What follows belongs to an exercise in optimizing a design on an open flow for small area, a short achievable clock period and few clock cycles per item; a production flow would make more cautious choices.
In this exercise RTL edits were held to simulation tests only and were not proved equivalent to the original.
Power is estimated from default activity; no workload was simulated.

[flow/run.sh]
#!/bin/bash
# synth_recipe.tcl (not shown) runs the flow's synth.tcl, then flattens the netlist and writes it again
# the make line also repeats each setting of config.mk as NAME=value (left out here)
make -C /OpenROAD-flow-scripts/flow DESIGN_CONFIG=/design/flow/config.mk WORK_HOME=/design/flow/orfs CLKGATE_MAP_FILE= SYNTH_SCRIPT=/design/flow/synth_recipe.tcl finish
[flow/config.mk]
export PLATFORM = sky130hd
export DESIGN_NAME = lfu_fully_associative_cache
export DESIGN_NICKNAME = lfu_fully_associative_cache
export VERILOG_FILES = /design/flow/design.v
export SDC_FILE = /design/flow/constraint.sdc
export NUM_CORES = 4
export LEC_CHECK = 0
export CAP_MARGIN = 20
export CORE_MARGIN = 2
export CORE_UTILIZATION = 40
export SLEW_MARGIN = 20
[flow/constraint.sdc]
create_clock -name core_clock -period 10.0 [get_ports {clk_i}]
set_input_delay 2.0000 -clock core_clock [delete_from_list [all_inputs] [get_ports {clk_i}]]
set_output_delay 2.0000 -clock core_clock [all_outputs]
set_load 0.01 [all_outputs]
[flow/design.v]
`timescale 1ns / 1ps
package lfuc_pkg;
  localparam int unsigned KEY_W      = 32;
  localparam int unsigned LIMIT_W    = 5;
  localparam int unsigned OUT_FREQ_W = 16;
  localparam int unsigned TOTAL_W    = 32;
  localparam logic [LIMIT_W-1:0]    LIMIT_RESET  = 5'd16;
  localparam logic [OUT_FREQ_W-1:0] OUT_FREQ_MAX = 16'hFFFF;
endpackage
`timescale 1ns / 1ps
module lfuc_ctrl
(
  input  logic clk_i,
  input  logic rst_ni,
  input  logic start,
  output logic req_b_o,
  output logic req_c_o,
  output logic busy,
  output logic done_o
);
  logic req_b_q;
  logic req_c_q;
  logic done_q;
  always_ff @(posedge clk_i or negedge rst_ni) begin
    if (!rst_ni) begin
      req_b_q <= 1'b0;
      req_c_q <= 1'b0;
      done_q  <= 1'b0;
    end else begin
      req_b_q <= start;
      req_c_q <= req_b_q;
      done_q  <= req_c_q;
    end
  end
  assign req_b_o = req_b_q;
  assign req_c_o = req_c_q;
  assign busy    = 1'b0;
  assign done_o  = done_q;
endmodule
`timescale 1ns / 1ps
module lfuc_dpath
#(
  parameter int unsigned CACHE_ENTRIES = 16,
  parameter int unsigned FREQ_BITS     = 16
) (
  input  logic                            clk_i,
  input  logic                            rst_ni,
  input  logic                            req_b_i,
  input  logic                            req_c_i,
  input  logic                            cfg_we_i,
  input  logic [lfuc_pkg::LIMIT_W-1:0]    cfg_wdata_i,
  input  logic [lfuc_pkg::KEY_W-1:0]      lookup_key_i,
  output logic                            was_hit_o,
  output logic                            did_evict_o,
  output logic [lfuc_pkg::KEY_W-1:0]      evicted_key_o,
  output logic [lfuc_pkg::OUT_FREQ_W-1:0] new_frequency_o,
  output logic [lfuc_pkg::TOTAL_W-1:0]    total_hits_o,
  output logic [lfuc_pkg::TOTAL_W-1:0]    total_misses_o
);
  localparam int unsigned N     = CACHE_ENTRIES;
  localparam int unsigned KW    = lfuc_pkg::KEY_W;
  localparam int unsigned FW    = FREQ_BITS;
  localparam int unsigned OCC_W = $clog2(CACHE_ENTRIES + 1);
  localparam int unsigned CMP_W = (OCC_W > lfuc_pkg::LIMIT_W) ? OCC_W : lfuc_pkg::LIMIT_W;
  localparam logic [FW-1:0] FREQ_ONE = FW'(1);
  logic [N-1:0]                 valid_q;
  logic [KW-1:0]                key_q  [N];
  logic [FW-1:0]                freq_q [N];
  logic [N-1:0]                 lt_q   [N];    
  logic [OCC_W-1:0]             occ_q;
  logic [lfuc_pkg::LIMIT_W-1:0] limit_q;
  logic [lfuc_pkg::TOTAL_W-1:0] hits_q;
  logic [lfuc_pkg::TOTAL_W-1:0] misses_q;
  logic [KW-1:0] key_b_q;
  logic [KW-1:0] key_c_q;
  logic [N-1:0]  eq_b;
  logic [N-1:0]  lt_b;
  logic          eq_bc;
  logic          lt_bc;
  for (genvar i = 0; i < N; i++) begin : g_key_cmp
    lfuc_cmp #(.W(KW)) u_cmp (
      .a  (key_b_q),
      .b  (key_q[i]),
      .lt (lt_b[i]),
      .eq (eq_b[i])
    );
  end
  lfuc_cmp #(.W(KW)) u_cmp_bc (
    .a  (key_b_q),
    .b  (key_c_q),
    .lt (lt_bc),
    .eq (eq_bc)
  );
  logic [N-1:0] eq_c_q;      
  logic [N-1:0] klt_c_q;     
  logic         eq_cc_q;     
  logic         lt_cc_q;     
  logic [N-1:0] wr_q;        
  always_ff @(posedge clk_i) begin
    key_b_q <= lookup_key_i;
    key_c_q <= key_b_q;
    eq_c_q  <= eq_b;
    klt_c_q <= lt_b;
    eq_cc_q <= eq_bc;
    lt_cc_q <= lt_bc;
  end
  logic [N-1:0] match;
  logic [N-1:0] key_lt;    
  logic         hit;
  always_comb begin
    for (int i = 0; i < N; i++) begin
      match[i]  = valid_q[i] && (wr_q[i] ? eq_cc_q : eq_c_q[i]);
      key_lt[i] = wr_q[i] ? lt_cc_q : klt_c_q[i];
    end
  end
  assign hit = |match;
  logic [FW-1:0] hit_freq;
  logic [FW-1:0] hit_carry;    
  logic          hit_sat;
  logic [FW-1:0] hit_inc;
  logic [FW-1:0] new_freq;
  always_comb begin
    hit_freq = '0;
    for (int i = 0; i < N; i++) begin
      hit_freq = hit_freq | (match[i] ? freq_q[i] : '0);
    end
  end
  lfuc_prefix_and #(.W(FW)) u_carry (
    .x (hit_freq),
    .y (hit_carry)
  );
  assign hit_sat  = hit_carry[FW-1] && hit_freq[FW-1];
  assign hit_inc  = hit_sat ? hit_freq : (hit_freq ^ hit_carry);
  assign new_freq = hit ? hit_inc : FREQ_ONE;
  logic [N-1:0] pass;       
  logic [N-1:0] is_one;
  logic [N-1:0] ins_lt;     
  always_comb begin
    for (int j = 0; j < N; j++) begin
      logic [FW-1:0] d;
      logic [FW-1:0] k;
      logic          eq0;
      logic          eq1;
      d = freq_q[j] ^ hit_freq;
      k[0] = 1'b1;
      for (int b = 1; b < FW; b++) begin
        k[b] = hit_freq[b-1] && !freq_q[j][b-1];
      end
      eq0 = ~|d;
      eq1 = ~|(d ^ k);
      pass[j]   = !hit_sat && (eq0 || (eq1 && !key_lt[j]));
      is_one[j] = (freq_q[j] == FREQ_ONE);
      ins_lt[j] = !is_one[j] || key_lt[j];
    end
  end
  logic [N-1:0] victim;
  always_comb begin
    for (int i = 0; i < N; i++) begin
      victim[i] = valid_q[i];
      for (int j = 0; j < N; j++) begin
        if (j < i) begin
          victim[i] = victim[i] && (!valid_q[j] || !lt_q[j][i]);
        end else if (j > i) begin
          victim[i] = victim[i] && (!valid_q[j] || lt_q[i][j]);
        end
      end
    end
  end
  logic [CMP_W-1:0] limit_ext;
  logic [CMP_W-1:0] limit_eff;
  always_comb begin
    limit_ext = CMP_W'(limit_q);
    if (limit_ext == '0) begin
      limit_eff = CMP_W'(1);
    end else if (limit_ext > CMP_W'(N)) begin
      limit_eff = CMP_W'(N);
    end else begin
      limit_eff = limit_ext;
    end
  end
  logic full;
  logic evict;
  assign full  = CMP_W'(occ_q) >= limit_eff;
  assign evict = !hit && full;
  logic [N-1:0] free_oh;
  always_comb begin
    logic below;
    below = 1'b1;
    for (int i = 0; i < N; i++) begin
      free_oh[i] = below && !valid_q[i];
      below      = below && valid_q[i];
    end
  end
  logic [N-1:0] sel;
  logic [N-1:0] ins;
  assign sel = !req_c_i ? '0 : hit ? match : evict ? victim : free_oh;
  assign ins = (req_c_i && !hit) ? (evict ? victim : free_oh) : '0;
  logic [KW-1:0] victim_key;
  always_comb begin
    victim_key = '0;
    for (int i = 0; i < N; i++) begin
      victim_key = victim_key | (victim[i] ? key_q[i] : '0);
    end
  end
  logic [lfuc_pkg::TOTAL_W-1:0] hits_inc;
  logic [lfuc_pkg::TOTAL_W-1:0] misses_inc;
  logic [lfuc_pkg::TOTAL_W-1:0] hits_carry;
  logic [lfuc_pkg::TOTAL_W-1:0] misses_carry;
  lfuc_prefix_and #(.W(lfuc_pkg::TOTAL_W)) u_hits_carry (
    .x (hits_q),
    .y (hits_carry)
  );
  lfuc_prefix_and #(.W(lfuc_pkg::TOTAL_W)) u_misses_carry (
    .x (misses_q),
    .y (misses_carry)
  );
  assign hits_inc   = hits_q ^ hits_carry;
  assign misses_inc = misses_q ^ misses_carry;
  always_ff @(posedge clk_i or negedge rst_ni) begin
    if (!rst_ni) begin
      valid_q  <= '0;
      occ_q    <= '0;
      limit_q  <= lfuc_pkg::LIMIT_RESET;
      hits_q   <= '0;
      misses_q <= '0;
      wr_q     <= '0;
    end else begin
      wr_q <= ins;
      if (cfg_we_i) begin
        limit_q <= cfg_wdata_i;
      end
      if (req_c_i) begin
        if (hit) begin
          hits_q <= hits_inc;
        end else begin
          misses_q <= misses_inc;
          valid_q  <= valid_q | ins;
          if (!evict) begin
            occ_q <= occ_q + OCC_W'(1);
          end
        end
      end
    end
  end
  always_ff @(posedge clk_i) begin
    for (int i = 0; i < N; i++) begin
      if (sel[i]) begin
        freq_q[i] <= new_freq;
      end
      if (ins[i]) begin
        key_q[i] <= key_c_q;
      end
      for (int j = i + 1; j < N; j++) begin
        if (sel[i]) begin
          lt_q[i][j] <= hit ? (lt_q[i][j] && !pass[j]) : ins_lt[j];
        end else if (sel[j]) begin
          lt_q[i][j] <= hit ? (lt_q[i][j] || pass[i]) : !ins_lt[i];
        end
      end
    end
  end
  always_ff @(posedge clk_i) begin
    was_hit_o       <= hit;
    did_evict_o     <= evict;
    evicted_key_o   <= evict ? victim_key : '0;
    new_frequency_o <= new_freq;
  end
  assign total_hits_o   = hits_q;
  assign total_misses_o = misses_q;
endmodule
`timescale 1ns / 1ps
module lfuc_cmp
#(
  parameter int unsigned W = 32    
) (
  input  logic [W-1:0] a,
  input  logic [W-1:0] b,
  output logic         lt,
  output logic         eq
);
  localparam int unsigned LVL = $clog2(W);
  logic [W-1:0] e [LVL+1];
  logic [W-1:0] l [LVL+1];
  always_comb begin
    for (int k = 0; k <= LVL; k++) begin
      e[k] = '0;
      l[k] = '0;
    end
    e[0] = ~(a ^ b);
    l[0] = ~a & b;
    for (int k = 1; k <= LVL; k++) begin
      for (int i = 0; i < (W >> k); i++) begin
        e[k][i] = e[k-1][2*i+1] & e[k-1][2*i];
        l[k][i] = l[k-1][2*i+1] | (e[k-1][2*i+1] & l[k-1][2*i]);
      end
    end
  end
  assign lt = l[LVL][0];
  assign eq = e[LVL][0];
endmodule
`timescale 1ns / 1ps
module lfuc_prefix_and
#(
  parameter int unsigned W = 16    
) (
  input  logic [W-1:0] x,
  output logic [W-1:0] y
);
  localparam int unsigned LVL = $clog2(W);
  logic [W-1:0] p [LVL+1];
  always_comb begin
    p[0] = x;
    for (int k = 1; k <= LVL; k++) begin
      for (int i = 0; i < W; i++) begin
        if (i >= (1 << (k-1))) begin
          p[k][i] = p[k-1][i] & p[k-1][i - (1 << (k-1))];
        end else begin
          p[k][i] = p[k-1][i];
        end
      end
    end
  end
  assign y = {p[LVL][W-2:0], 1'b1};
endmodule
`timescale 1ns / 1ps
module lfu_fully_associative_cache
#(
  parameter int unsigned CACHE_ENTRIES = 16,
  parameter int unsigned FREQ_BITS     = 16
) (
  input  logic                  clk_i,
  input  logic                  rst_ni,
  input  logic                  start,
  output logic                  busy,
  input  logic [lfuc_pkg::KEY_W-1:0]      lookup_key_i,
  input  logic                  cfg_we_i,
  input  logic [lfuc_pkg::LIMIT_W-1:0]    cfg_wdata_i,
  output logic                  done_o,
  output logic                  was_hit_o,
  output logic                  did_evict_o,
  output logic [lfuc_pkg::KEY_W-1:0]      evicted_key_o,
  output logic [lfuc_pkg::OUT_FREQ_W-1:0] new_frequency_o,
  output logic [lfuc_pkg::TOTAL_W-1:0]    total_hits_o,
  output logic [lfuc_pkg::TOTAL_W-1:0]    total_misses_o
);
  logic req_b;
  logic req_c;
  lfuc_ctrl u_ctrl (
    .clk_i   (clk_i),
    .rst_ni  (rst_ni),
    .start   (start),
    .req_b_o (req_b),
    .req_c_o (req_c),
    .busy   (busy),
    .done_o (done_o)
  );
  lfuc_dpath #(
    .CACHE_ENTRIES (CACHE_ENTRIES),
    .FREQ_BITS     (FREQ_BITS)
  ) u_dpath (
    .clk_i           (clk_i),
    .rst_ni          (rst_ni),
    .req_b_i         (req_b),
    .req_c_i         (req_c),
    .cfg_we_i        (cfg_we_i),
    .cfg_wdata_i     (cfg_wdata_i),
    .lookup_key_i    (lookup_key_i),
    .was_hit_o       (was_hit_o),
    .did_evict_o     (did_evict_o),
    .evicted_key_o   (evicted_key_o),
    .new_frequency_o (new_frequency_o),
    .total_hits_o    (total_hits_o),
    .total_misses_o  (total_misses_o)
  );
endmodule
==> flow_summary.json, run 1 <==
{
  "antenna_found_initial": 10,
  "status": "finished clean",
  "maxCapViolCount": 0,
  "post_cts_resized": 0,
  "numPortBuffers": 155,
  "grt-ovfl-total": 0,
  "vias": 52700,
  "fin_setup_tns_ns": 0,
  "relSlewSlack_pct": 14.7,
  "grt_max_degree": 69,
  "tightestPinTransition_ns": 1.27,
  "drcViolationCount": 0,
  "clk_pin_slew_worst_paths_ns": 0.06,
  "drive_above_1_share_pct": 9.17,
  "dieArea_sq_um": 166000,
  "rsz0062_at_grt": "false",
  "rows": 147,
  "internal-power_uw": 9520,
  "cts_sinks": 1145,
  "cts_tree": "built",
  "switching_share_pct": 32.5,
  "p_switching_uw": 4580,
  "power_per_cell_area_nw_per_um2": 189,
  "root_buffer": "clkbuf_16",
  "drt_iter0_markers": 6763,
  "critPathRequiredTime_ns": 10.66,
  "comb_power_share_pct": 19.8,
  "place.gp.congestion": 1.02,
  "first_pass_iters": 6,
  "startpoint": "u_dpath.eq_cc_q",
  "cts_buffer_depth": 3,
  "worst_clock_skew_ns": 0.0425,
  "placed_area_sq_um": 70100,
  "end_kind": "flip-flop",
  "vias_per_cell": 6.48,
  "postCtsHoldBufs": 0,
  "routed_wl_microns": 294000,
  "vdd_drop_max_mv": 0.184,
  "start_kind": "flip-flop",
  "synth_area_sq_um": 65000,
  "syn_avg_cell_area_sq_um": 11.6,
  "synth_top_family_by_area": "adder cells",
  "pwr-share-seq_pct": 43.6,
  "min_period_ns": 7.05,
  "p_leak_uw": 0.0311,
  "synthToLayoutAreaGrowth_pct": 15.0,
  "hp-class": "reg -> reg",
  "final_nets": 6694,
  "clk_latency_ns": 0.83,
  "synthesis.instances": 5596,
  "post-route-period-util_pct": 70.5,
  "synth.net_count": 6430,
  "hold_viol": 0,
  "holdWs_ns": 0.333,
  "yosysSeqAreaShare_pct": 49.8,
  "synthArstFlopShare_pct": 9.52,
  "synthSimpleGateAreaFrac_pct": 11.5,
  "final_max_slew_viol_count": 0,
  "pwr-share-clk_pct": 36.6,
  "cts_htree_levels": 4,
  "reg2reg_from": "u_dpath.eq_cc_q",
  "fp.dieH_microns": 407,
  "synth-main-ff-cell": "edfxtp_1",
  "grt_pass1_wl_microns": 404000,
  "grtUsageTotal_pct": 35.1,
  "die_w_microns": 407,
  "initial_core_util_pct": 40.4,
  "core_sq_um": 161000,
  "postCtsSetupRepairBufs": 0,
  "fin_util_pct": 46.4,
  "ant_nets": 0,
  "setup_viol": 0,
  "clock.fmax_mhz": 142,
  "final_common_cell": "edfxtp_1",
  "pre_cts_ws_ns": 3.35,
  "ios": 157,
  "synth_cell_type_count": 87,
  "synth_edf_count": 888,
  "critPathKind": "reg -> reg",
  "numCtsBuffers": 136,
  "layout_setup_ws_ns": 2.95,
  "wl_per_cell_microns": 36.1,
  "final_area_sq_um": 74700,
  "cp_max_fo": 17,
  "synth_compound_area_share_pct": 14.4,
  "synth_xor_area_share_pct": 4.29,
  "yosys-mux-area-fraction_pct": 1.37,
  "place_hpwl_microns": 209000,
  "ys_seq_elements": 1145,
  "synth-adder-area-share_pct": 15.3,
  "ys_warn_count": 15,
  "min_from": "u_dpath.key_b_q[13]",
  "grt_pass1_vias": 51400,
  "layout_common_cells": "888 x edfxtp_1, 793 x ha_1, 452 x nand2_1, 336 x inv_1, 236 x nand4_1",
  "cp.arrival_ns": 7.71
}
area by class of cell:
type,count,area [sq um]
fillers,14800,86200
flip-flops and latches,1145,32400
multi-input cells,3902,30900
clock buffers,172,3750
repair buffers,322,2880
well taps,2160,2700
inverters,353,1340
clock inverters,79,837
diodes,3,7.51
through the flow:
stage / std cells / power [uW]
floorplan: 5596 / 7540
global placement: 7876 / 8880
detailed placement: 7879 / 8900
CTS: 8130 / 14000
global route: 8133 / 14500
finish: 8136 / 14100
state kept, by name, indices dropped and copies added, names as in the netlist, 5 cells and up:
| name | cells |
|---|---|
| u_dpath.key_q | 512 |
| u_dpath.freq_q | 256 |
| u_dpath.lt_q | 120 |
| u_dpath.evicted_key_o | 32 |
| u_dpath.hits_q | 32 |
| u_dpath.key_b_q | 32 |
| u_dpath.key_c_q | 32 |
| u_dpath.misses_q | 32 |
| u_dpath.eq_c_q | 16 |
| u_dpath.klt_c_q | 16 |
| u_dpath.new_frequency_o | 16 |
| u_dpath.valid_q | 16 |
| u_dpath.wr_q | 16 |
| u_dpath.limit_q | 5 |
| u_dpath.occ_q | 5 |
power by group through the flow:
stage / combinational [uW] / sequential [uW] / clock, uW
final: 2790 / 6140 / 5160
after floorplan: 1560 / 5980 / 0
after CTS: 2710 / 6110 / 5210
after global routing: 2940 / 6150 / 5380
after detailed placement: 2690 / 6210 / 0
after global placement: 2670 / 6210 / 0
cells by family after synthesis:
kind of cell	Yosys count
mux	79
buf+inv	549
compound gates	1289
flops	1145
xor+xnor	318
fa+ha+maj	793
simple gates	1422
other cells	1
synth_stat cells (all sizes together) (52+ instances only):
library cell  number  share of area [%]
nand4            236                2.3
xnor2            219                3.0
a22o              91                1.2
dfrtp            108                4.2
inv              350                2.0
nand2b           130                1.3
nand2            455                2.6
clkbuf           107               0.62
o21ai            164                1.3
dfxtp            148                4.6
o211ai            79               0.91
a21o             219                2.5
nor4             151                1.5
xor2              99                1.3
nor2b             52               0.50
nand3             69               0.54
a221oi           160                2.2
nor3              59               0.47
edfxtp           888                 41
nor2             129               0.78
ha               793                 15
buf               89               0.73
and3              57               0.55
a21oi            182                1.5
a22oi            124                1.4
worst max-delay path, stage by stage (launching register included):
cell and delay, ns:
dfxtp_1 0.36, buf_4 0.27, mux2i_2 0.66, nor2b_1 0.14
buf_4 0.27, a221oi_1 0.79, nand4_1 0.91, buf_4 0.60
ha_1 0.39, xor2_1 0.18, nand4_1 0.13, nor3_1 0.17
nand3_1 0.11, o21ai_0 0.17, mux2i_1 0.09, nor3_1 0.64
o21a_1 0.77, o21bai_1 0.22
final timing paths:
| check | end | slack [ns] | cells after the start |
|---|---|---|---|
| max in group asynchronous | u_dpath.misses_q[25] | 7.49 | 2 |
| min reg2reg | u_dpath.key_c_q[13] | 0.33 | 0 |
| max reg2reg | u_dpath.lt_q[0][14] | 2.95 | 17 |
| min | u_dpath.key_c_q[13] | 0.33 | 0 |
| max | u_dpath.lt_q[0][14] | 2.95 | 17 |
| min in group asynchronous | u_dpath.valid_q[3] | 1.18 | 1 |
routing by layer:
layer / vias up / global-route usage, % / routed length, microns
li1: 22200 / - / -
met1: 26300 / 44.5 / 113000
met2: 3382 / 54.5 / 131000
met3: 830 / 7.18 / 28600
met4: 6 / 22.3 / 21700
met5: - / 0 / 29
Testbench counts, summed over its fixed seeds: cycles 24,024, lookups 24,000.
==> inputs of run 2 (changes only) <==
--- a/flow/config.mk
+++ b/flow/config.mk
@@ -9,3 +9,4 @@
 export CORE_MARGIN = 2
 export CORE_UTILIZATION = 40
+export SETUP_SLACK_MARGIN = 5
 export SLEW_MARGIN = 20
==> flow_summary.json, run 2 <==
{
  "final_common_cell": "edfxtp_1",
  "worst_clock_skew_ns": 0.0425,
  "fp.dieH_microns": 407,
  "postCtsHoldBufs": 0,
  "root_buffer": "clkbuf_16",
  "final_nets": 6736,
  "synth_commonest_cells": "888 x edfxtp_1, 793 x ha_1, 453 x nand2_1, 343 x inv_1, 236 x nand4_1",
  "cts_tree": "built",
  "cp_max_fo": 18,
  "numCtsBuffers": 136,
  "rows": 147,
  "first_pass_iters": 8,
  "tightestPinTransition_ns": 1.32,
  "ios": 157,
  "grt_max_degree": 69,
  "yosysTopAreaCell": "edfxtp_1",
  "wl_met2_microns": 130000,
  "final_max_slew_viol_count": 0,
  "route.met3.wl_microns": 28900,
  "grt_pass1_vias": 51600,
  "cp.arrival_ns": 5.64,
  "cts_htree_levels": 4,
  "synth-main-ff-cell": "edfxtp_1",
  "grt_pass1_wl_microns": 406000,
  "power_per_cell_area_nw_per_um2": 186,
  "dieArea_sq_um": 166000,
  "antenna_found_initial": 13,
  "rsz0062_at_grt": "true",
  "yosysSeqAreaShare_pct": 49.8,
  "synth.net_count": 6430,
  "largest_reg_flops": 512,
  "clk_pin_slew_worst_paths_ns": 0.06,
  "highest_layer": "met5",
  "syn_avg_cell_area_sq_um": 11.6,
  "synth_area_leaders": "edfxtp_1 41%, ha_1 15%, dfxtp_1 4.6%",
  "p_leak_uw": 0.0314,
  "maxCapViolCount": 0,
  "relSlewSlack_pct": 11.1,
  "numPortBuffers": 155,
  "yosys.cell_count.top_type": "edfxtp_1",
  "min_period_ns": 5.12,
  "status": "finished clean",
  "fin_util_pct": 47.1,
  "vias_per_cell": 6.48,
  "fin_setup_tns_ns": 0,
  "ys_warn_count": 15,
  "synth_top_area_share_pct": 41.0,
  "wl_per_cell_microns": 36.1,
  "synthToLayoutAreaGrowth_pct": 16.7,
  "synthesis.instances": 5596,
  "reg_top3": "u_dpath.key_q x512, u_dpath.freq_q x256, u_dpath.lt_q x120",
  "layout_common_cells": "888 x edfxtp_1, 793 x ha_1, 448 x nand2_1, 331 x inv_1, 236 x nand4_1",
  "synth_area_sq_um": 65000,
  "synthArstFlopShare_pct": 9.52,
  "grt-ovfl-total": 0,
  "synth_cell_type_count": 87,
  "core_sq_um": 161000,
  "drive_above_1_share_pct": 11.1,
  "ant_nets": 0,
  "route.layer.met1.wl_microns": 114000,
  "die_w_microns": 407,
  "place_hpwl_microns": 209000,
  "hp-class": "reg -> reg",
  "critPathRequiredTime_ns": 10.52,
  "end_kind": "flip-flop",
  "grtUsageTotal_pct": 35.2,
  "post-route-period-util_pct": 51.2,
  "initial_core_util_pct": 40.4,
  "synth_edf_count": 888,
  "cts_buffer_depth": 3,
  "drcViolationCount": 0,
  "clk_latency_ns": 0.83,
  "vdd_drop_max_mv": 0.185,
  "start_kind": "flip-flop",
  "drt_iter0_markers": 6672,
  "routed_wl_microns": 296000,
  "largest_register": "u_dpath.key_q",
  "vias": 53000,
  "ys_seq_elements": 1145,
  "hold_viol": 0,
  "critPathKind": "reg -> reg",
  "place.gp.congestion": 1.02,
  "clock.fmax_mhz": 195,
  "setup_viol": 0,
  "cts_sinks": 1145
}
run 2: cell counts after synthesis:
Identical to the previous run, type by type.
run 2: final timing paths:
check	startpoint	end	slack (ns)	depth (start not counted)
worst max-delay path	u_dpath.eq_cc_q	u_dpath.lt_q[3][12]	4.88	17
worst min-delay path	u_dpath.key_b_q[13]	u_dpath.key_c_q[13]	0.34	0
worst max register to register	u_dpath.eq_cc_q	u_dpath.lt_q[3][12]	4.88	17
worst min register to register	u_dpath.key_b_q[13]	u_dpath.key_c_q[13]	0.34	0
max in group asynchronous	rst_ni	u_dpath.valid_q[12]	7.45	2
min in group asynchronous	rst_ni	u_dpath.valid_q[3]	1.17	1
run 2: layout make-up:
type / instances / area (sq um)
sequential: 1145 / 32400
clock buffer: 172 / 3750
tap: 2160 / 2700
clock inverter: 79 / 837
timing repair buffer: 363 / 3350
inverter: 353 / 1350
fill: 14700 / 85100
antenna: 2 / 5.00
multi-input combinational: 3903 / 31400
run 2: critical path: stages (launching register included):
cell,delay [ns]
dfxtp_1,0.38
buf_8,0.21
mux2_2,0.30
and2_1,0.15
buf_4,0.23
a221oi_4,0.46
nand4_1,0.33
buf_4,0.29
buf_4,0.20
ha_1,0.33
xnor2_1,0.17
nor4_1,0.24
nand4_1,0.18
o21bai_1,0.18
mux2i_1,0.26
or2_2,0.53
o211ai_1,0.22
o211ai_1,0.12
run 2: power breakdown:
part	switching, uW	internal [uW]
sequential	472	5670
combinational	1920	891
clock	2210	2960
run 2: cell families (layout without fill, tap and decap cells):
family / count (synthesis) / in the layout / share of synthesized area, %
other cells: 1 / 3 / 0.00577
flops: 1145 / 1145 / 49.8
simple gates: 1422 / 1422 / 11.5
fa+ha+maj: 793 / 793 / 15.3
mux: 79 / 79 / 1.37
xor+xnor: 318 / 318 / 4.29
compound gates: 1289 / 1290 / 14.4
buf+inv: 549 / 967 / 3.40
run 2: layer usage:
| metal | GRT usage, % | up-vias |
|---|---|---|
| met3 | 7.50 | 853 |
| li1 | - | 22300 |
| met1 | 44.6 | 26400 |
| met5 | 0 | - |
| met2 | 54.6 | 3458 |
| met4 | 22.4 | 12 |
run 2: stage by stage:
| step | power [uW] | setup WS [ns] | cell area [sq um] | cells | hold WS (ns) |
|---|---|---|---|---|---|
| final | 14100 | 4.88 | 75800 | 8177 | 0.337 |
| after global routing | 14500 | 4.86 | 75800 | 8175 | 0.356 |
| after CTS | 14000 | 4.92 | 75200 | 8158 | 0.338 |
| after detailed placement | 8900 | 3.35 | 70100 | 7879 | 0.336 |
| after global placement | 8880 | 3.08 | 70000 | 7876 | 0.333 |
| after floorplan | 7540 | 5.03 | 65000 | 5596 | 0.331 |
run 2: repair_timing:
action                     4_1_cts  5_1_grt
pin swaps                       10       11
cloned                           1        0
setup endpoints to repair      805      239
buffers inserted                27       17
resized for setup               70       61
==> inputs of run 3 (changes only) <==
--- a/flow/design.v
+++ b/flow/design.v
@@ -61,12 +61,10 @@
   localparam int unsigned KW    = lfuc_pkg::KEY_W;
   localparam int unsigned FW    = FREQ_BITS;
-  localparam int unsigned OCC_W = $clog2(CACHE_ENTRIES + 1);
-  localparam int unsigned CMP_W = (OCC_W > lfuc_pkg::LIMIT_W) ? OCC_W : lfuc_pkg::LIMIT_W;
+  localparam int unsigned CMP_W = lfuc_pkg::LIMIT_W;
   localparam logic [FW-1:0] FREQ_ONE = FW'(1);
-  logic [N-1:0]                 valid_q;
+  logic [N-1:0]                 valid_q;     
   logic [KW-1:0]                key_q  [N];
   logic [FW-1:0]                freq_q [N];
   logic [N-1:0]                 lt_q   [N];    
-  logic [OCC_W-1:0]             occ_q;
   logic [lfuc_pkg::LIMIT_W-1:0] limit_q;
   logic [lfuc_pkg::TOTAL_W-1:0] hits_q;
@@ -92,38 +90,50 @@
     .eq (eq_bc)
   );
-  logic [N-1:0] eq_c_q;      
-  logic [N-1:0] klt_c_q;     
-  logic         eq_cc_q;     
-  logic         lt_cc_q;     
-  logic [N-1:0] wr_q;        
+  logic          hit_q;       
+  logic [N-1:0]  match_q;     
+  logic [N-1:0]  klt_q;       
+  logic [FW-1:0] hf_q;        
+  logic [N-1:0]  ins;         
+  logic [N-1:0]  slot;        
+  logic          hit;         
+  logic [FW-1:0] new_freq;    
+  logic [N-1:0]  veq_b;
+  logic          any_b;
+  logic          hit_b;
+  logic [N-1:0]  match_b;
+  logic [N-1:0]  klt_b;
+  logic [FW-1:0] hf_b;
+  assign veq_b = valid_q & eq_b;
+  assign any_b = |veq_b;
+  assign hit_b = (req_c_i && !hit) ? (eq_bc || (any_b && !(|(slot & veq_b)))) : any_b;
+  always_comb begin
+    hf_b = '0;
+    for (int i = 0; i < N; i++) begin
+      match_b[i] = ins[i] ? eq_bc : veq_b[i];
+      klt_b[i]   = ins[i] ? lt_bc : lt_b[i];
+      hf_b       = hf_b | (veq_b[i] ? freq_q[i] : '0);
+    end
+    if (req_c_i && eq_bc) begin
+      hf_b = new_freq;
+    end
+  end
   always_ff @(posedge clk_i) begin
     key_b_q <= lookup_key_i;
     key_c_q <= key_b_q;
-    eq_c_q  <= eq_b;
-    klt_c_q <= lt_b;
-    eq_cc_q <= eq_bc;
-    lt_cc_q <= lt_bc;
+    hit_q   <= hit_b;
+    match_q <= match_b;
+    klt_q   <= klt_b;
+    hf_q    <= hf_b;
   end
   logic [N-1:0] match;
   logic [N-1:0] key_lt;    
-  logic         hit;
-  always_comb begin
-    for (int i = 0; i < N; i++) begin
-      match[i]  = valid_q[i] && (wr_q[i] ? eq_cc_q : eq_c_q[i]);
-      key_lt[i] = wr_q[i] ? lt_cc_q : klt_c_q[i];
-    end
-  end
-  assign hit = |match;
+  assign match  = match_q;
+  assign key_lt = klt_q;
+  assign hit    = hit_q;
   logic [FW-1:0] hit_freq;
   logic [FW-1:0] hit_carry;    
   logic          hit_sat;
   logic [FW-1:0] hit_inc;
-  logic [FW-1:0] new_freq;
-  always_comb begin
-    hit_freq = '0;
-    for (int i = 0; i < N; i++) begin
-      hit_freq = hit_freq | (match[i] ? freq_q[i] : '0);
-    end
-  end
+  assign hit_freq = hf_q;
   lfuc_prefix_and #(.W(FW)) u_carry (
     .x (hit_freq),
@@ -181,19 +191,21 @@
   logic full;
   logic evict;
-  assign full  = CMP_W'(occ_q) >= limit_eff;
+  always_comb begin
+    full = 1'b0;
+    for (int i = 0; i < N; i++) begin
+      full = full | (valid_q[i] && (limit_eff == CMP_W'(i + 1)));
+    end
+  end
   assign evict = !hit && full;
   logic [N-1:0] free_oh;
   always_comb begin
-    logic below;
-    below = 1'b1;
     for (int i = 0; i < N; i++) begin
-      free_oh[i] = below && !valid_q[i];
-      below      = below && valid_q[i];
+      free_oh[i] = !valid_q[i] && ((i == 0) || valid_q[(i == 0) ? 0 : i - 1]);
     end
   end
   logic [N-1:0] sel;
-  logic [N-1:0] ins;
-  assign sel = !req_c_i ? '0 : hit ? match : evict ? victim : free_oh;
-  assign ins = (req_c_i && !hit) ? (evict ? victim : free_oh) : '0;
+  assign slot = full ? victim : free_oh;
+  assign sel  = req_c_i ? (match | (hit ? '0 : slot)) : '0;
+  assign ins  = (req_c_i && !hit) ? slot : '0;
   logic [KW-1:0] victim_key;
   always_comb begin
@@ -220,11 +232,8 @@
     if (!rst_ni) begin
       valid_q  <= '0;
-      occ_q    <= '0;
       limit_q  <= lfuc_pkg::LIMIT_RESET;
       hits_q   <= '0;
       misses_q <= '0;
-      wr_q     <= '0;
     end else begin
-      wr_q <= ins;
       if (cfg_we_i) begin
         limit_q <= cfg_wdata_i;
@@ -236,7 +245,4 @@
           misses_q <= misses_inc;
           valid_q  <= valid_q | ins;
-          if (!evict) begin
-            occ_q <= occ_q + OCC_W'(1);
-          end
         end
       end
==> flow/flow/run.sh (new file) <==
#!/bin/bash
# Own layout flow: the standard ORFS flow (standard.sh, with its
# synthesis unchanged), with
#  * plain buf_4 cells as the port buffers instead of the delay buffers that
#    buffer_ports picks by default,
#  * repair_timing aiming at a larger setup margin, free to resize across
#    cell footprints.
# The clock period and constraints are the standard flow's (constraint.sdc, untouched).
# make's full output goes to flow_make.log in this folder; ORFS's per-step
# logs are under orfs/logs.
set -euo pipefail
bash standard.sh \
  SETUP_SLACK_MARGIN=6.5 \
  "BUFFER_PORTS_ARGS=-buffer_cell sky130_fd_sc_hd__buf_4" \
  MATCH_CELL_FOOTPRINT=0  \
  finish > flow_make.log 2>&1
test -s out/final.def
==> flow/standard.sh (new file) <==
#!/bin/bash
# synth_recipe.tcl (not shown) runs the flow's synth.tcl, then flattens the netlist and writes it again
# the make line also repeats each setting of config.mk as NAME=value (left out here)
make -C /OpenROAD-flow-scripts/flow DESIGN_CONFIG=/design/flow/config.mk WORK_HOME=/design/flow/orfs CLKGATE_MAP_FILE= SYNTH_SCRIPT=/design/flow/synth_recipe.tcl "${@:-finish}"
--- a/flow/config.mk
+++ b/flow/config.mk
@@ -8,5 +8,4 @@
 export CAP_MARGIN = 20
 export CORE_MARGIN = 2
-export CORE_UTILIZATION = 40
-export SETUP_SLACK_MARGIN = 5
+export CORE_UTILIZATION = 60
 export SLEW_MARGIN = 20
removed: flow/run.sh
==> flow_summary.json, run 3 <==
{
  "clk_latency_ns": 0.78,
  "cts_buffer_depth": 3,
  "wl_per_cell_microns": 35.5,
  "cts_sinks": 1139,
  "place.gp.congestion": 1.08,
  "rows": 120,
  "ys_seq_elements": 1139,
  "postCtsHoldBufs": 0,
  "r2r_slack_ns": 6.46,
  "final_nets": 6820,
  "synth_area_sq_um": 64300,
  "holdWs_ns": 0.349,
  "ys_warn_count": 15,
  "grtUsageTotal_pct": 47.0,
  "pwr-share-seq_pct": 47.1,
  "comb_power_share_pct": 17.8,
  "fp.dieH_microns": 331,
  "start_kind": "flip-flop",
  "first_pass_iters": 7,
  "initial_core_util_pct": 60.3,
  "synth_top_area_share_pct": 41.5,
  "critPathRequiredTime_ns": 10.63,
  "synth_commonest_cells": "888 x edfxtp_1, 787 x ha_1, 395 x nand2_1, 332 x inv_1, 258 x nor2_1",
  "synthArstFlopShare_pct": 7.73,
  "largest_register": "u_dpath.key_q",
  "yosysTopAreaCell": "edfxtp_1",
  "synthToLayoutAreaGrowth_pct": 16.0,
  "routed_wl_microns": 267000,
  "core_sq_um": 107000,
  "largest_reg_flops": 512,
  "cts_htree_levels": 3,
  "cp.arrival_ns": 4.17,
  "internal-power_uw": 8970,
  "layout_common_cells": "888 x edfxtp_1, 787 x ha_1, 388 x nand2_1, 381 x buf_4, 289 x inv_1",
  "root_buffer": "clkbuf_16",
  "worst_clock_skew_ns": 0.0335,
  "setup_viol": 0,
  "grt-ovfl-total": 0,
  "synth_edf_count": 888,
  "synthesis.instances": 5603,
  "rsz0062_at_grt": "true",
  "critPathMaxStageDelay_ns": 0.58,
  "grt_pass1_wl_microns": 372000,
  "drcViolationCount": 0,
  "cts_tree": "built",
  "min_period_ns": 3.54,
  "clk_pin_slew_worst_paths_ns": 0.06,
  "pwr-share-clk_pct": 35.1,
  "vias_per_cell": 7.35,
  "hold_viol": 0,
  "drive_above_1_share_pct": 14.9,
  "place_hpwl_microns": 183000,
  "ios": 157,
  "vdd_drop_max_mv": 0.190,
  "ant_nets": 0,
  "yosys.cell_count.top_type": "edfxtp_1",
  "synth-main-ff-cell": "edfxtp_1",
  "fin_setup_tns_ns": 0,
  "die_w_microns": 331,
  "drt_iter0_markers": 9339,
  "yosysSeqAreaShare_pct": 50.0,
  "synth.net_count": 6431,
  "numPortBuffers": 155,
  "clock.fmax_mhz": 282,
  "maxCapViolCount": 0,
  "final_common_cell": "edfxtp_1",
  "cp_max_fo": 14,
  "dieArea_sq_um": 110000,
  "syn_avg_cell_area_sq_um": 11.5,
  "path_cells": "clkinvlp_4 > buf_4 > buf_4 > ha_1 > nand4_1 > or3_4 > nor4_4 > buf_6 > a22o_1 > a221oi_1 > nand3_1 > a221oi_1 > a31oi_1",
  "antenna_found_initial": 13,
  "synth_area_leaders": "edfxtp_1 41%, ha_1 15%, dfxtp_1 5.1%",
  "reg_top3": "u_dpath.key_q x512, u_dpath.freq_q x256, u_dpath.lt_q x120",
  "power_per_cell_area_nw_per_um2": 175,
  "fillers": 7796,
  "p_leak_uw": 0.0310,
  "p_switching_uw": 4080,
  "relSlewSlack_pct": 20.4,
  "status": "finished clean",
  "critPathKind": "reg -> reg",
  "numCtsBuffers": 119,
  "end_kind": "flip-flop",
  "post-route-period-util_pct": 35.4,
  "grt_max_degree": 69,
  "final_max_slew_viol_count": 0,
  "crit_slowest_cell": "a221oi_1",
  "switching_share_pct": 31.3,
  "synth_cell_type_count": 93,
  "grt_pass1_vias": 52500,
  "hp-class": "reg -> reg",
  "vias": 55200,
  "tightestPinTransition_ns": 1.18
}
==> run 3: cells by family after synthesis <==
| kind of cell | share of synthesized area (%) |
|---|---|
| and+or+nand+nor | 11.6 |
| AOI/OAI and AO/OA | 14.6 |
| DFF | 50.0 |
| adders and majority gates | 15.3 |
| buffers and inverters | 3.35 |
| xor gates and xnor gates | 4.47 |
| muxes | 0.607 |
| other | 0.00584 |
==> run 3: per-stage QoR <==
step	cells	instance area, sq um	power (uW)	utilization (%)	setup slack (ns)
after CTS	7442	73600	12800	69.0	6.35
after floorplan	5603	64300	7150	-	6.50
after global routing	7500	74500	13300	69.9	6.38
after detailed placement	7103	67700	8150	63.5	4.73
final	7507	74500	13100	69.9	6.46
after global placement	7103	67700	8110	63.5	4.80
==> run 3: final cells by class <==
type | count | area [sq um] | area share, %
repair inverters | 4 | 28.8 | 0.0386
well taps | 1403 | 1760 | 2.35
clock buffers | 171 | 3500 | 4.70
inverters | 343 | 1510 | 2.03
repair buffers | 462 | 4180 | 5.60
multi-input cells | 3923 | 30800 | 41.4
diodes | 7 | 17.5 | 0.0235
clock inverters | 55 | 520 | 0.698
flip-flops and latches | 1139 | 32200 | 43.2
==> run 3: what timing repair did <==
item                                    4_1_cts  5_1_grt
gates cloned                                  5        7
resized for setup                           217      111
pin swaps                                     8       19
endpoints found under the setup margin     1096      430
setup buffers                               108       50
==> run 3: power groups by stage <==
stage	Sequential, uW	Combinational, uW	Clock [uW]
after CTS	6100	2100	4560
after floorplan	5870	1270	0
final	6150	2320	4580
after global placement	6180	1930	0
after detailed placement	6180	1960	0
after global routing	6140	2450	4740
==> run 3: worst paths after layout <==
check | start | endpoint | cells past startpoint
max | u_dpath.key_b_q[29] | u_dpath.hf_q[6] | 13
min | u_dpath.key_b_q[13] | u_dpath.key_c_q[13] | 0
max reg2reg | u_dpath.key_b_q[29] | u_dpath.hf_q[6] | 13
min reg2reg | u_dpath.key_b_q[13] | u_dpath.key_c_q[13] | 0
max in group asynchronous | rst_ni | u_dpath.valid_q[10] | 2
min in group asynchronous | rst_ni | u_dpath.misses_q[9] | 1
==> run 3: routing by layer <==
layer  part of all wire (%)  track usage, %
met1                     34            60.2
met4                    9.8            34.2
met3                     15            13.8
met5                  0.029               0
met2                     41            67.9
==> run 3: critical path, delay by kind of cell, from the launching register on <==
family / cells / cell delay, ns
flops: 1 / 0.38
simple gates: 4 / 0.82
fa+ha+maj: 1 / 0.36
buf+inv: 4 / 0.58
compound gates: 4 / 1.24
Testbench counts of run 3, summed over its fixed seeds: cycles 24,024, lookups 24,000.
==> inputs of run 4 (changes only) <==
--- a/flow/design.v
+++ b/flow/design.v
@@ -61,5 +61,4 @@
   localparam int unsigned KW    = lfuc_pkg::KEY_W;
   localparam int unsigned FW    = FREQ_BITS;
-  localparam int unsigned CMP_W = lfuc_pkg::LIMIT_W;
   localparam logic [FW-1:0] FREQ_ONE = FW'(1);
   logic [N-1:0]                 valid_q;     
@@ -177,24 +176,20 @@
     end
   end
-  logic [CMP_W-1:0] limit_ext;
-  logic [CMP_W-1:0] limit_eff;
-  always_comb begin
-    limit_ext = CMP_W'(limit_q);
-    if (limit_ext == '0) begin
-      limit_eff = CMP_W'(1);
-    end else if (limit_ext > CMP_W'(N)) begin
-      limit_eff = CMP_W'(N);
-    end else begin
-      limit_eff = limit_ext;
+  function automatic logic [N-1:0] limit_slot(input logic [lfuc_pkg::LIMIT_W-1:0] lim);
+    limit_slot = '0;
+    for (int i = 0; i < N; i++) begin
+      if (lim == '0) begin
+        limit_slot[i] = (i == 0);
+      end else if (lim > 5'(N)) begin
+        limit_slot[i] = (i == N - 1);
+      end else begin
+        limit_slot[i] = (lim == 5'(i + 1));
+      end
     end
-  end
+  endfunction
   logic full;
   logic evict;
-  always_comb begin
-    full = 1'b0;
-    for (int i = 0; i < N; i++) begin
-      full = full | (valid_q[i] && (limit_eff == CMP_W'(i + 1)));
-    end
-  end
+  logic full_q;    
+  assign full  = full_q;
   assign evict = !hit && full;
   logic [N-1:0] free_oh;
@@ -232,4 +227,5 @@
     if (!rst_ni) begin
       valid_q  <= '0;
+      full_q   <= 1'b0;
       limit_q  <= lfuc_pkg::LIMIT_RESET;
       hits_q   <= '0;
@@ -238,4 +234,7 @@
       if (cfg_we_i) begin
         limit_q <= cfg_wdata_i;
+        full_q  <= |(valid_q & limit_slot(cfg_wdata_i));
+      end else if (req_c_i && !hit && !full_q && |(free_oh & limit_slot(limit_q))) begin
+        full_q  <= 1'b1;
       end
       if (req_c_i) begin
==> flow/flow/run.sh (replaced) <==
#!/bin/bash
# Own layout flow: the standard ORFS flow (standard.sh, with its
# synthesis unchanged), with
#  * plain buffers as the port buffers instead of the delay buffers that
#    buffer_ports picks by default,
#  * repair_timing aiming at a larger setup margin, free to resize across
#    cell footprints,
#  * larger clock-tree sink clusters (fewer clock buffers).
# The clock period and constraints are the standard flow's (constraint.sdc, untouched).
# make's full output goes to flow_make.log in this folder; ORFS's per-step
# logs are under orfs/logs.
set -euo pipefail
bash standard.sh \
  SETUP_SLACK_MARGIN=6.6 \
  MATCH_CELL_FOOTPRINT=0 \
  "BUFFER_PORTS_ARGS=-buffer_cell sky130_fd_sc_hd__buf_4" CTS_CLUSTER_SIZE=30 CTS_CLUSTER_DIAMETER=60 \
  finish > flow_make.log 2>&1
test -s out/final.def
==> flow_summary.json, run 4 <==
{
  "crit_slowest_cell": "nand4_1",
  "drt_iter0_markers": 9778,
  "largest_reg_flops": 512,
  "r2r_end": "u_dpath.hf_q[13]",
  "reg2reg_from": "u_dpath.key_b_q[20]",
  "critPathMaxStageDelay_ns": 0.43,
  "dpl.cell_count": 6969,
  "synth_cell_type_count": 87,
  "setup_viol": 0,
  "synthArstFlopShare_pct": 7.81,
  "cts_sinks": 1140,
  "final_area_sq_um": 73900,
  "critPathRequiredTime_ns": 10.69,
  "synthToLayoutAreaGrowth_pct": 14.5,
  "synth_top_area_share_pct": 41.3,
  "critical_path.top_delay_family": "simple AND/OR/NAND/NOR gates",
  "min_period_ns": 3.49,
  "core_sq_um": 107000,
  "drive_above_1_share_pct": 15.4,
  "min_from": "u_dpath.key_b_q[19]",
  "hold_viol": 0,
  "start_kind": "flip-flop",
  "rsz0062_at_grt": "true",
  "synth_commonest_cells": "888 x edfxtp_1, 787 x ha_1, 359 x nand2_1, 305 x inv_1, 260 x nand4_1",
  "synth.net_count": 6301,
  "grt_pass1_vias": 50700,
  "critPathKind": "reg -> reg",
  "grt_max_degree": 75,
  "pre_cts_ws_ns": 5.17,
  "tightestPinTransition_ns": 1.25,
  "root_buffer": "clkbuf_16",
  "clock.fmax_mhz": 287,
  "rows": 120,
  "grt-ovfl-total": 0,
  "largest_register": "u_dpath.key_q",
  "relSlewSlack_pct": 16.0,
  "synth-main-ff-cell": "edfxtp_1",
  "power_per_cell_area_nw_per_um2": 171,
  "hold_depth": 0,
  "p_leak_uw": 0.0305,
  "status": "finished clean",
  "worst_clock_skew_ns": 0.0485,
  "rr_worst_depth": 12,
  "critPathBufInv": 3,
  "post-route-period-util_pct": 34.9,
  "fin_setup_tns_ns": 0,
  "ant_nets": 0,
  "place_hpwl_microns": 182000,
  "crit_cells": 12,
  "cp.arrival_ns": 4.18,
  "postCtsHoldBufs": 0,
  "total_power_uw": 12700,
  "whs_endpoint": "u_dpath.key_c_q[19]",
  "fp.dieH_microns": 332,
  "path_cells": "clkinvlp_4 > buf_4 > ha_1 > nand4_1 > nor2_1 > nand4_1 > nor3_2 > buf_4 > a22o_1 > a221oi_1 > nand4_1 > mux2_2",
  "ys_seq_elements": 1140,
  "place.gp.congestion": 1.06,
  "yosysTopAreaCell": "edfxtp_1",
  "numCtsBuffers": 105,
  "grtUsageTotal_pct": 47.6,
  "placed_area_sq_um": 67600,
  "initial_core_util_pct": 60.4,
  "antenna_found_initial": 17,
  "final_cells": 7316,
  "vias": 54000,
  "wl_per_cell_microns": 36.9,
  "cts_buffer_depth": 3,
  "final_nets": 6647,
  "cts_tree": "built",
  "yosys.cell_count.top_type": "edfxtp_1",
  "end_kind": "flip-flop",
  "synth_area_leaders": "edfxtp_1 41%, ha_1 15%, dfxtp_1 5.1%",
  "syn_avg_cell_area_sq_um": 11.8,
  "layout_common_cells": "888 x edfxtp_1, 787 x ha_1, 370 x buf_4, 352 x nand2_1, 278 x inv_1",
  "die_w_microns": 332,
  "crit_path_frequent_cell": "nand4_1",
  "drcViolationCount": 0,
  "yosysSeqAreaShare_pct": 49.8,
  "ys_warn_count": 15,
  "routed_wl_microns": 270000,
  "numPortBuffers": 155,
  "synth_area_sq_um": 64500,
  "ios": 157,
  "first_pass_iters": 9,
  "cp_max_fo": 14,
  "clk_latency_ns": 0.76,
  "final_common_cell": "edfxtp_1",
  "dieArea_sq_um": 110000,
  "synth_edf_count": 888,
  "clk_pin_slew_worst_paths_ns": 0.10,
  "final_max_slew_viol_count": 0,
  "hp-class": "reg -> reg",
  "vias_per_cell": 7.38,
  "maxCapViolCount": 0,
  "cts_htree_levels": 3,
  "grt_pass1_wl_microns": 374000,
  "layout_setup_ws_ns": 6.51,
  "synthesis.instances": 5473,
  "r2r_slack_ns": 6.51,
  "fillers": 7766,
  "vdd_drop_max_mv": 0.172,
  "reg_top3": "u_dpath.key_q x512, u_dpath.freq_q x256, u_dpath.lt_q x120"
}
-- run 4: routing by layer --
layer | wire length (microns) | track usage (%) | vias up | part of all wire (%)
li1 | - | - | 22100 | -
met1 | 96700 | 63.1 | 25900 | 36
met2 | 106000 | 64.6 | 4880 | 39
met3 | 47200 | 21.0 | 1039 | 17
met4 | 19400 | 26.7 | 36 | 7.2
met5 | 417 | 0.782 | - | 0.15
-- run 4: kinds of logic (layout without fill, tap and decap cells) --
| family | Yosys count | after routing | synth area share [%] |
|---|---|---|---|
| AND/OR/NAND/NOR | 1396 | 1396 | 11.7 |
| multiplexers | 32 | 32 | 0.568 |
| AO/OA/AOI/OAI | 1263 | 1268 | 14.6 |
| adder cells (fa/ha/maj) | 787 | 787 | 15.3 |
| buffers and inverters | 525 | 958 | 3.57 |
| flip-flops | 1140 | 1140 | 49.8 |
| XOR/XNOR | 329 | 329 | 4.46 |
| other | 1 | 3 | 0.00581 |
-- run 4: through the flow --
step	hold slack [ns]	util [%]
floorplan	0.331	-
CTS	0.353	68.5
global placement	0.332	63.2
global route	0.356	69.1
finish	0.344	69.1
detailed placement	0.335	63.2
-- run 4: worst reg2reg max path, cell delays in order, from the launching register on --
cell	delay (ns)
dfxtp_1	0.39
clkinvlp_4	0.24
buf_4	0.25
ha_1	0.29
nand4_1	0.43
nor2_1	0.31
nand4_1	0.29
nor3_2	0.21
buf_4	0.30
a22o_1	0.35
a221oi_1	0.11
nand4_1	0.12
mux2_2	0.15
-- run 4: cell type report --
cell class | instances | area [sq um] | area share [%]
multi-input combinational | 3813 | 30600 | 41.4
antenna | 2 | 5.00 | 0.00677
timing repair inverter | 3 | 23.8 | 0.0322
tap | 1403 | 1760 | 2.38
timing repair buffer | 436 | 3950 | 5.34
sequential | 1140 | 32200 | 43.6
clock buffer | 106 | 2630 | 3.56
inverter | 320 | 1420 | 1.91
clock inverter | 93 | 1320 | 1.79
-- run 4: how the worst max path moves through the flow --
stage,to,start,slack (ns)
final,u_dpath.hf_q[13],u_dpath.key_b_q[20],6.51
after global routing,u_dpath.freq_q[15][0],u_dpath.valid_q[3],6.47
after CTS,u_dpath.lt_q[3][12],u_dpath.valid_q[9],6.60
after detailed placement,u_dpath.lt_q[3][12],u_dpath.valid_q[6],5.17
after global placement,u_dpath.lt_q[3][14],u_dpath.valid_q[6],5.32
after floorplan,u_dpath.full_q,cfg_wdata_i[0],6.52
-- run 4: report_power, final --
group | internal (uW) | switching (uW)
registers | 5500 | 446
logic | 698 | 1420
clock network | 2250 | 2340
total | 8440 | 4210
-- run 4: repair_timing --
action | 4_1_cts | 5_1_grt
setup buffers | 94 | 35
gates cloned | 15 | 2
pin swaps | 17 | 11
endpoints found under the setup margin | 1095 | 285
resized for setup | 229 | 77
Testbench counts of run 4, summed over its fixed seeds: cycles 24,024, lookups 24,000.
==> inputs of run 5 (changes only) <==
--- a/flow/design.v
+++ b/flow/design.v
@@ -83,10 +83,16 @@
     );
   end
-  lfuc_cmp #(.W(KW)) u_cmp_bc (
-    .a  (key_b_q),
-    .b  (key_c_q),
-    .lt (lt_bc),
-    .eq (eq_bc)
+  logic eq_a;
+  logic lt_a;
+  lfuc_cmp #(.W(KW)) u_cmp_ab (
+    .a  (lookup_key_i),
+    .b  (key_b_q),
+    .lt (lt_a),
+    .eq (eq_a)
   );
+  always_ff @(posedge clk_i) begin
+    eq_bc <= eq_a;
+    lt_bc <= lt_a;
+  end
   logic          hit_q;       
   logic [N-1:0]  match_q;     
--- a/flow/flow/run.sh
+++ b/flow/flow/run.sh
@@ -12,7 +12,7 @@
 set -euo pipefail
 bash standard.sh \
-  SETUP_SLACK_MARGIN=6.6 \
+  SETUP_SLACK_MARGIN=6.7 \
   MATCH_CELL_FOOTPRINT=0 \
-  "BUFFER_PORTS_ARGS=-buffer_cell sky130_fd_sc_hd__buf_4" CTS_CLUSTER_SIZE=30 CTS_CLUSTER_DIAMETER=60 \
+  "BUFFER_PORTS_ARGS=-buffer_cell sky130_fd_sc_hd__buf_2" CTS_CLUSTER_SIZE=30 CTS_CLUSTER_DIAMETER=60 \
   finish > flow_make.log 2>&1
 test -s out/final.def
==> flow_summary.json, run 5 <==
{
  "grtUsageMet3_pct": 16.7,
  "ys_seq_elements": 1142,
  "ant_nets": 0,
  "synth.net_count": 6324,
  "endpoint": "u_dpath.klt_q[13]",
  "grt_use_met1_pct": 61.4,
  "setup_viol": 0,
  "vias": 54100,
  "cp_max_fo": 35,
  "drt_iter0_markers": 9160,
  "pwr-share-clk_pct": 36.0,
  "drcViolationCount": 0,
  "critPathRequiredTime_ns": 10.63,
  "syn_avg_cell_area_sq_um": 11.7,
  "grt_pass1_vias": 51000,
  "place.gp.congestion": 1.04,
  "grtUsageTotal_pct": 45.4,
  "final_max_slew_viol_count": 0,
  "root_buffer": "clkbuf_16",
  "hold_viol": 0,
  "largest_reg_flops": 512,
  "status": "finished clean",
  "postCtsHoldBufs": 0,
  "synth_area_leaders": "edfxtp_1 41%, ha_1 15%, dfxtp_1 5.1%",
  "critical_path.top_delay_family": "buffers and inverters",
  "p_leak_uw": 0.0319,
  "layout_common_cells": "888 x edfxtp_1, 783 x ha_1, 363 x nand2_1, 312 x buf_4, 287 x inv_1",
  "crit_cells": 9,
  "grt-ovfl-total": 0,
  "end_kind": "flip-flop",
  "comb_power_share_pct": 16.8,
  "fp.dieH_microns": 331,
  "yosysTopAreaCell": "edfxtp_1",
  "reg2reg_from": "u_dpath.valid_q[2]",
  "switching_share_pct": 33.0,
  "seq_area_sq_um": 32200,
  "largest_register": "u_dpath.key_q",
  "cts_tree": "built",
  "r2r_end": "u_dpath.klt_q[13]",
  "power_per_cell_area_nw_per_um2": 169,
  "start_kind": "flip-flop",
  "synth_cell_type_count": 89,
  "min_period_ns": 3.43,
  "p_switching_uw": 4190,
  "synth_edf_count": 888,
  "vias_per_cell": 7.24,
  "critPathKind": "reg -> reg",
  "synthArstFlopShare_pct": 7.79,
  "synthesis.instances": 5496,
  "rows": 120,
  "critPathBufInv": 2,
  "cp.arrival_ns": 4.06,
  "total_power_uw": 12700,
  "drive_above_1_share_pct": 17.4,
  "fin_setup_tns_ns": 0,
  "maxCapViolCount": 0,
  "numPortBuffers": 155,
  "clk_latency_ns": 0.77,
  "ios": 157,
  "worst_clock_skew_ns": 0.0535,
  "crit_path_frequent_cell": "clkbuf_8",
  "r2r_slack_ns": 6.57,
  "routed_wl_microns": 259000,
  "post-route-period-util_pct": 34.3,
  "rsz0062_at_grt": "true",
  "tightestPinTransition_ns": 1.13,
  "wl_per_cell_microns": 34.7,
  "first_pass_iters": 9,
  "numCtsBuffers": 104,
  "cts_htree_levels": 3,
  "pwr-share-seq_pct": 47.3,
  "synthToLayoutAreaGrowth_pct": 16.9,
  "core_sq_um": 107000,
  "met2_usage_pct": 63.2,
  "multi_input_area_sq_um": 30700,
  "vdd_drop_max_mv": 0.189,
  "fin_util_pct": 70.4,
  "ys_warn_count": 15,
  "rr_worst_depth": 9,
  "cts_buffer_depth": 3,
  "yosysSeqAreaShare_pct": 50.1,
  "yosys.cell_count.top_type": "edfxtp_1",
  "synth_area_sq_um": 64300,
  "holdWs_ns": 0.356,
  "synth-main-ff-cell": "edfxtp_1",
  "final_common_cell": "edfxtp_1",
  "busiest_layer": "met2",
  "crit_slowest_cell": "dfrtp_4",
  "grt_pass1_wl_microns": 361000,
  "dieArea_sq_um": 110000,
  "place_hpwl_microns": 169000,
  "initial_core_util_pct": 60.3,
  "relSlewSlack_pct": 23.9,
  "internal-power_uw": 8520,
  "fillers": 7655,
  "cts_sinks": 1142,
  "path_cells": "a22oi_1 > nand2_1 > nor4_4 > clkbuf_8 > a21oi_2 > nor2_4 > clkbuf_8 > nor4_2 > a21oi_1",
  "die_w_microns": 331,
  "reg_top3": "u_dpath.key_q x512, u_dpath.freq_q x256, u_dpath.lt_q x120",
  "grt_max_degree": 85,
  "antenna_found_initial": 9,
  "hp-class": "reg -> reg",
  "critPathMaxStageDelay_ns": 0.62,
  "synth_top_area_share_pct": 41.5,
  "clk_pin_slew_worst_paths_ns": 0.09,
  "synth_commonest_cells": "888 x edfxtp_1, 787 x ha_1, 368 x nand2_1, 329 x inv_1, 209 x nand4_1",
  "startpoint": "u_dpath.valid_q[2]",
  "clock.fmax_mhz": 291,
  "final_nets": 6797
}
[run 5: metrics by stage]
step,setup WS (ns),cell area (sq um),instances
2_1_floorplan,6.47,64400,5496
3_3_place_gp,5.26,67100,6976
3_5_place_dp,5.38,67200,6978
4_1_cts,6.62,74100,7398
5_1_grt,6.56,75200,7464
6_report,6.57,75200,7474
[run 5: cell families (layout without fill, tap and decap cells)]
family | Yosys count | count (layout) | synth area share, %
AO/OA/AOI/OAI | 1281 | 1283 | 14.6
flip-flops | 1142 | 1142 | 50.1
adder cells (fa/ha/maj) | 787 | 787 | 15.3
AND/OR/NAND/NOR | 1380 | 1380 | 11.6
XOR/XNOR | 327 | 327 | 4.45
buffers and inverters | 551 | 1114 | 3.52
multiplexers | 27 | 27 | 0.484
other | 1 | 11 | 0.00583
[run 5: worst min path at each step]
stage	from	end	slack (ns)	depth (start not counted)
6_report	u_ctrl.req_b_q	u_ctrl.req_c_q	0.36	0
5_1_grt	u_ctrl.req_b_q	u_ctrl.req_c_q	0.36	0
4_1_cts	u_ctrl.req_b_q	u_ctrl.req_c_q	0.36	0
3_5_place_dp	u_ctrl.req_b_q	u_ctrl.req_c_q	0.34	0
3_3_place_gp	u_ctrl.req_b_q	u_ctrl.req_c_q	0.33	0
2_1_floorplan	u_ctrl.req_b_q	u_ctrl.req_c_q	0.33	0
[run 5: per-layer routing]
| metal | part of all wire [%] | up-vias |
|---|---|---|
| li1 | - | 22300 |
| met1 | 37 | 26100 |
| met2 | 40 | 4651 |
| met3 | 16 | 1019 |
| met4 | 6.8 | 8 |
| met5 | 0.022 | - |
[run 5: layout make-up]
class / count / share of cell area (%)
flip-flops and latches: 1142 / 42.9
repair buffers: 570 / 6.62
clock inverters: 88 / 1.71
multi-input cells: 3805 / 40.8
repair inverters: 2 / 0.0166
inverters: 344 / 2.04
well taps: 1403 / 2.33
clock buffers: 110 / 3.57
diodes: 10 / 0.0333
[run 5: worst reg2reg max path, delay by kind of cell, from the launching register on]
kind,cells,cell delay (ns)
AOI/OAI and AO/OA,3,0.93
buffers and inverters,2,0.92
DFF,1,0.62
and+or+nand+nor,4,0.85
[run 5: power by group through the flow]
| stage | logic (uW) | clock network (uW) | registers (uW) |
|---|---|---|---|
| floorplan | 1220 | 0 | 5790 |
| global placement | 1760 | 0 | 6070 |
| detailed placement | 1780 | 0 | 6080 |
| CTS | 1970 | 4560 | 5960 |
| global route | 2250 | 4740 | 6000 |
| finish | 2130 | 4570 | 6000 |
[run 5: repair_timing]
item,in CTS,in global routing
pin swaps,16,40
setup buffers,207,56
setup endpoints to repair,1177,304
cloned,15,9
gates resized for setup,278,113
Testbench counts of run 5, summed over its fixed seeds: cycles 24,024, lookups 24,000.
==> inputs of run 6 (changes only) <==
--- a/flow/design.v
+++ b/flow/design.v
@@ -155,16 +155,14 @@
       logic [FW-1:0] d;
       logic [FW-1:0] k;
-      logic          eq0;
-      logic          eq1;
+      logic          near;
       d = freq_q[j] ^ hit_freq;
-      k[0] = 1'b1;
+      k[0] = d[0];
       for (int b = 1; b < FW; b++) begin
         k[b] = hit_freq[b-1] && !freq_q[j][b-1];
       end
-      eq0 = ~|d;
-      eq1 = ~|(d ^ k);
-      pass[j]   = !hit_sat && (eq0 || (eq1 && !key_lt[j]));
+      near = ~|(d ^ k);
+      pass[j]   = valid_q[j] && !hit_sat && near && (!d[0] || !key_lt[j]);
       is_one[j] = (freq_q[j] == FREQ_ONE);
-      ins_lt[j] = !is_one[j] || key_lt[j];
+      ins_lt[j] = !valid_q[j] || !is_one[j] || key_lt[j];
     end
   end
@@ -172,10 +170,10 @@
   always_comb begin
     for (int i = 0; i < N; i++) begin
-      victim[i] = valid_q[i];
+      victim[i] = 1'b1;
       for (int j = 0; j < N; j++) begin
         if (j < i) begin
-          victim[i] = victim[i] && (!valid_q[j] || !lt_q[j][i]);
+          victim[i] = victim[i] && !lt_q[j][i];
         end else if (j > i) begin
-          victim[i] = victim[i] && (!valid_q[j] || lt_q[i][j]);
+          victim[i] = victim[i] && lt_q[i][j];
         end
       end
==> flow_summary.json, run 6 <==
{
  "status": "finished clean",
  "worst_clock_skew_ns": 0.0395,
  "synth_top_family_by_area": "adder cells",
  "largest_register": "u_dpath.key_q",
  "grt_pass1_wl_microns": 339000,
  "drcViolationCount": 0,
  "cts_htree_levels": 3,
  "switching_share_pct": 31.1,
  "grtUsageTotal_pct": 44.1,
  "fp.dieH_microns": 327,
  "relSlewSlack_pct": 17.7,
  "final_nets": 6396,
  "grt_pass1_vias": 47600,
  "vdd_drop_max_mv": 0.185,
  "synth_commonest_cells": "888 x edfxtp_1, 787 x ha_1, 333 x inv_1, 284 x nand2_1, 199 x nand4_1",
  "grt_max_degree": 73,
  "routed_wl_microns": 241000,
  "core_sq_um": 104000,
  "initial_core_util_pct": 60.5,
  "synth_top_area_share_pct": 42.5,
  "largest_reg_flops": 512,
  "cts_tree": "built",
  "numCtsBuffers": 100,
  "syn_avg_cell_area_sq_um": 12.0,
  "place.gp.congestion": 1.03,
  "clk_pin_slew_worst_paths_ns": 0.08,
  "root_buffer": "clkbuf_16",
  "tightestPinTransition_ns": 1.23,
  "drt_iter0_markers": 8140,
  "final_common_cell": "edfxtp_1",
  "clk_latency_ns": 0.73,
  "fin_setup_tns_ns": 0,
  "ys_seq_elements": 1142,
  "end_kind": "flip-flop",
  "route.layer.met1.wl_microns": 90700,
  "yosys.cell_count.top_type": "edfxtp_1",
  "hold_viol": 0,
  "place_hpwl_microns": 164000,
  "synth-main-ff-cell": "edfxtp_1",
  "synth_edf_count": 888,
  "dieArea_sq_um": 107000,
  "highest_layer": "met5",
  "layout_common_cells": "888 x edfxtp_1, 785 x ha_1, 301 x inv_1, 282 x nand2_1, 208 x buf_4",
  "cp.arrival_ns": 3.93,
  "critPathRequiredTime_ns": 10.58,
  "clock.fmax_mhz": 298,
  "postCtsHoldBufs": 0,
  "rsz0062_at_grt": "true",
  "power_per_cell_area_nw_per_um2": 166,
  "hp-class": "reg -> reg",
  "start_kind": "flip-flop",
  "pwr-share-seq_pct": 50.5,
  "grt-ovfl-total": 0,
  "route.met3.wl_microns": 37300,
  "cts_sinks": 1142,
  "yosysSeqAreaShare_pct": 51.3,
  "wl_met2_microns": 97500,
  "first_pass_iters": 8,
  "p_leak_uw": 0.0303,
  "wl_per_cell_microns": 34.2,
  "synthSimpleGateAreaFrac_pct": 10.3,
  "vias": 50500,
  "cts_buffer_depth": 3,
  "post-route-period-util_pct": 33.5,
  "cp_max_fo": 19,
  "synth_cell_type_count": 85,
  "synth_area_sq_um": 62700,
  "min_period_ns": 3.35,
  "synth.net_count": 6065,
  "rows": 118,
  "pwr-share-clk_pct": 36.4
}
==> run 6: cell count changes after synthesis, moves of 49 or more <==
cell,change
xnor2_1,-49
nand2b_1,-53
nand2_1,-84
nand3_1,-66
xor2_1,+52
a22oi_1,-125
o211ai_1,-49
a22o_1,+53
==> run 6: per-layer routing <==
| layer | vias up | track usage, % |
|---|---|---|
| met5 | - | 0 |
| met4 | 10 | 23.1 |
| met3 | 778 | 14.3 |
| met2 | 4184 | 61.8 |
| met1 | 24500 | 61.1 |
| li1 | 21000 | - |
==> run 6: cell families (layout without fill, tap and decap cells) <==
logic type	after synthesis	after routing
flops	1142	1142
simple gates	1190	1190
buf+inv	536	955
fa+ha+maj	787	787
xor+xnor	330	330
other cells	1	5
mux	38	38
compound gates	1213	1213
==> run 6: final timing paths <==
kind | depth (start not counted) | slack [ns] | to | from
setup / recovery | 10 | 6.65 | u_dpath.hf_q[10] | u_dpath.key_b_q[2]
hold / removal | 0 | 0.36 | u_ctrl.req_c_q | u_ctrl.req_b_q
setup reg to reg | 10 | 6.65 | u_dpath.hf_q[10] | u_dpath.key_b_q[2]
hold reg to reg | 0 | 0.36 | u_ctrl.req_c_q | u_ctrl.req_b_q
max in group asynchronous | 2 | 7.66 | u_dpath.valid_q[8] | rst_ni
min in group asynchronous | 1 | 1.20 | u_dpath.hits_q[22] | rst_ni
==> run 6: area by class of cell <==
class,instances,area [sq um]
Clock buffer,109,2640
Fill cell,7730,32100
Tap cell,1380,1730
Timing Repair Buffer,420,3330
Sequential cell,1142,32200
Multi-Input combinational cell,3559,29100
Clock inverter,81,1030
Timing Repair inverter,2,12.5
Antenna cell,4,10.0
Inverter,343,1470
==> run 6: worst max-delay path, stage by stage, from the launching register on <==
cell and delay (ns):
dfxtp_1 0.34, inv_1 0.58, ha_1 0.38, nand3_1 0.14, nor3_2 0.10, and4_1 0.22, buf_4 0.23, nand2_1 0.12
o21ai_0 0.26, a211oi_1 0.66, a31oi_1 0.16
==> run 6: power groups by stage <==
| stage | clock [uW] | sequential (uW) | combinational, uW |
|---|---|---|---|
| after CTS | 4330 | 5960 | 1480 |
| after global routing | 4500 | 6000 | 1680 |
| after global placement | 0 | 6070 | 1370 |
| final | 4330 | 6010 | 1560 |
| after floorplan | 0 | 5800 | 924 |
| after detailed placement | 0 | 6070 | 1400 |
==> run 6: per-stage QoR <==
stage / utilization, % / hold WS [ns] / total power, uW / instances / setup slack, ns
after floorplan: - / 0.331 / 6720 / 5237 / 6.70
after global placement: 63.1 / 0.350 / 7440 / 6681 / 5.90
after detailed placement: 63.2 / 0.340 / 7480 / 6682 / 5.80
after CTS: 68.3 / 0.366 / 11800 / 6996 / 6.60
after global routing: 69.0 / 0.371 / 12200 / 7037 / 6.68
final: 69.0 / 0.362 / 11900 / 7040 / 6.65
==> run 6: what timing repair did <==
action | CTS | global route
setup endpoints to repair | 737 | 235
gates resized for setup | 165 | 65
gates cloned | 3 | 1
pin swaps | 4 | 16
setup buffers | 121 | 39
Testbench counts of run 6, summed over its fixed seeds: cycles 24,024, lookups 24,000.

Setup slack of run 6, layout unchanged: 6.648 ns with ideal ports, 6.644 ns with driving cells assumed (clock clkbuf_16, inputs buf_2), 6.005 ns with port delays also shifted by the 0.790 ns mid clock arrival.
